Background: an optimization exercise with open tools, aiming at small area, a short achievable clock period and few clock cycles per item. Do not read the settings as production practice.

// mul_pipe_unit
module mul_pipe_unit #(
    parameter int XLEN   = 32,
    parameter int STAGES = 3,
    parameter int TAG_W  = 5
) (
    input  logic              CLK_0,
    input  logic              RST_0,
    input  logic              in_valid,
    output logic              in_ready,
    input  logic [1:0]        in_op,
    input  logic [XLEN-1:0]   in_a,
    input  logic [XLEN-1:0]   in_b,
    input  logic [TAG_W-1:0]  in_tag,
    output logic              out_valid,
    input  logic              out_ready,
    output logic [XLEN-1:0]   out_result,
    output logic [TAG_W-1:0]  out_tag
);
For scale: roughly 170 flip-flops, roughly 110 I/O pins, about 30,000 um^2 of cells after synthesis.
clock: 10.0 ns
lec_check: 0
abc_area: 1
cap_margin: 20
core_margin: 2
core_utilization: 40
setup_slack_margin: 5
slew_margin: 20
synth_hierarchical: 1
standard.sh (not shown) runs the stock make flow with config.mk's settings and CLKGATE_MAP_FILE= SYNTH_SCRIPT=/design/flow/synth_recipe.tcl, a recipe that flattens the netlist after the stock synthesis.
==> flow/flow/run.sh <==
#!/bin/bash
# Own layout flow: the standard ORFS flow with the standard synthesis unchanged;
# the port buffers are plain sky130_fd_sc_hd__buf_1 cells. make's full output
# goes to flow_make.log here; ORFS's per-step logs are under orfs/logs/.
set -euo pipefail
bash standard.sh "BUFFER_PORTS_ARGS=-buffer_cell sky130_fd_sc_hd__buf_1"  finish > flow_make.log 2>&1
Then changed:
--- a/flow/design.v
+++ b/flow/design.v
@@ -40,35 +40,34 @@
         for (int i = 0; i < 17; i++) begin
             one_d[i] = b_ext[2*i] ^ b_lo[2*i];
             two_d[i] = (b_ext[2*i+1] & !b_ext[2*i] & !b_lo[2*i]) | (!b_ext[2*i+1] & b_ext[2*i] & b_lo[2*i]);
             neg_d[i] = b_ext[2*i+1];
         end
     end
-    logic [32:0]      a_nq;                  
-    logic [16:0]      bone_nq, btwo_nq;      
-    logic [16:0]      bneg_q;
+    logic [32:0]      a_q;
+    logic [16:0]      bone_q, btwo_q, bneg_q;
     logic             mul_q1;
     logic [TAG_W-1:0] tag_q1;
     always_ff @(posedge CLK_0) begin
         if (adv) begin
-            a_nq    <= ~a_ext;
-            bone_nq <= ~one_d;
-            btwo_nq <= ~two_d;
+            a_q    <= a_ext;
+            bone_q <= one_d;
+            btwo_q <= two_d;
             bneg_q <= neg_d;
             mul_q1 <= (in_op == 2'b00);
             tag_q1 <= in_tag;
         end
     end
     logic [577:0] pp;
     logic [16:0]  ppn;
-    logic [34:0]  an_sh;
-    assign an_sh = {a_nq[32], a_nq, 1'b1};    
+    logic [34:0]  a_sh;
+    assign a_sh = {a_q[32], a_q, 1'b0};    
     always_comb begin
         for (int i = 0; i < 17; i++) begin
             for (int j = 0; j < 34; j++) begin
-                pp[i*34+j] = !((bone_nq[i] | an_sh[j+1]) & (btwo_nq[i] | an_sh[j])) ^ bneg_q[i];
+                pp[i*34+j] = ((bone_q[i] & a_sh[j+1]) | (btwo_q[i] & a_sh[j])) ^ bneg_q[i];
             end
             ppn[i] = !pp[i*34+33];
         end
     end
     logic k0;
     logic k1;
@@ -1186,32 +1185,29 @@
     fa_cell u_f477 (.a(h55s), .b(f418c), .ci(f419s), .co(f477c), .s(f477s));
     fa_cell u_f478 (.a(h55c), .b(h58s), .ci(f419c), .co(f478c), .s(f478s));
     fa_cell u_f479 (.a(pp[542]), .b(h58c), .ci(h59s), .co(f479c), .s(f479s));
     logic [63:0] cs_s, cs_c;
     assign cs_s = {f479s, f477c, f477s, f476s, f475s, f474s, f472c, f471c, f470c, f469c, f469s, f468s, f466c, f465c, f464c, f463c, f462c, f461c, f460c, f459c, f458c, f457c, f456c, f455c, f454c, f453c, f452c, f451c, f450c, f449c, f448c, f447c, f446c, f445c, f444c, f443c, f442c, f441c, f440c, f439c, f438c, f437c, f436c, f435c, f434c, f433c, f432c, f431c, f430c, f429c, f428c, f427c, f426c, f425c, f424c, f423c, f422c, f421c, f420c, h61c, h60c, pp[34], pp[1], bneg_q[0]};
     assign cs_c = {f478c, f478s, f476c, f475c, f474c, f473c, f473s, f472s, f471s, f470s, f468c, f467c, f467s, f466s, f465s, f464s, f463s, f462s, f461s, f460s, f459s, f458s, f457s, f456s, f455s, f454s, f453s, f452s, f451s, f450s, f449s, f448s, f447s, f446s, f445s, f444s, f443s, f442s, f441s, f440s, f439s, f438s, f437s, f436s, f435s, f434s, f433s, f432s, f431s, f430s, f429s, f428s, f427s, f426s, f425s, f424s, f423s, f422s, f421s, f420s, h61s, h60s, 1'b0, pp[0]};
-    logic [28:0] low_sum;
-    assign low_sum = {1'b0, cs_s[27:0]} + {1'b0, cs_c[27:0]};
+    logic [32:0] low_sum;
+    assign low_sum = {1'b0, cs_s[31:0]} + {1'b0, cs_c[31:0]};
     logic [31:0]      x_q, y_q;
-    logic [3:0]  lx_q, ly_q;
     logic             lc_q;
     logic [TAG_W-1:0] tag_q2;
     always_ff @(posedge CLK_0) begin
         if (adv) begin
             x_q    <= mul_q1 ? cs_s[31:0] : cs_s[63:32];
             y_q    <= mul_q1 ? cs_c[31:0] : cs_c[63:32];
-            lx_q   <= mul_q1 ? '0 : cs_s[31:28];
-            ly_q   <= mul_q1 ? '0 : cs_c[31:28];
-            lc_q   <= !mul_q1 & low_sum[28];
+            lc_q   <= !mul_q1 & low_sum[32];
             tag_q2 <= tag_q1;
         end
     end
-    logic [36:0] fin;
-    assign fin = {x_q, lx_q, 1'b1} + {y_q, ly_q, lc_q};
+    logic [32:0] fin;
+    assign fin = {x_q, 1'b1} + {y_q, lc_q};
     assign out_valid  = v2;
-    assign out_result = fin[36:5];
+    assign out_result = fin[32:1];
     assign out_tag    = tag_q2;
 endmodule
 module fa_cell (
     input  logic a,
     input  logic b,
     input  logic ci,
Result:
- The new run completed without violations
- clock skew is about the same
- core utilization came out higher by 2.2 points
- global-route usage came out higher by 0.41 points
- cell count came out lower by 1.9%
- synthesized cell count came out lower by 5.5%
- critical path depth came out higher by 1
No functional check of the RTL was part of any run of this note.

==> separate check: timing with driven ports <==
How much do the figures lean on ideal ports? The routed layouts below were timed once more, with nothing changed but the port constraints.
Step 1 (the two cells are an assumption about what drives the block):
set clk [get_ports {CLK_0}]
set_driving_cell -lib_cell sky130_fd_sc_hd__clkbuf_16 $clk
set_driving_cell -lib_cell sky130_fd_sc_hd__buf_2 [delete_from_list [all_inputs] $clk]
Step 2 also shifts input and output timing later by t, the mid clock arrival at the registers, as if the neighbouring blocks saw the same clock.
Slacks: no drivers / after step 1 / after step 2; pairs: no drivers / after step 1.
run	t (ns)	slack for setup (ns)	worst setup path at the end	cell pins on the clock port's net
the first run	0.550	5.152 / 5.152 / 5.152	register to register	1
the second run	0.565	4.901 / 4.901 / 4.901	register to register	1
After both steps every run listed still meets setup and hold.
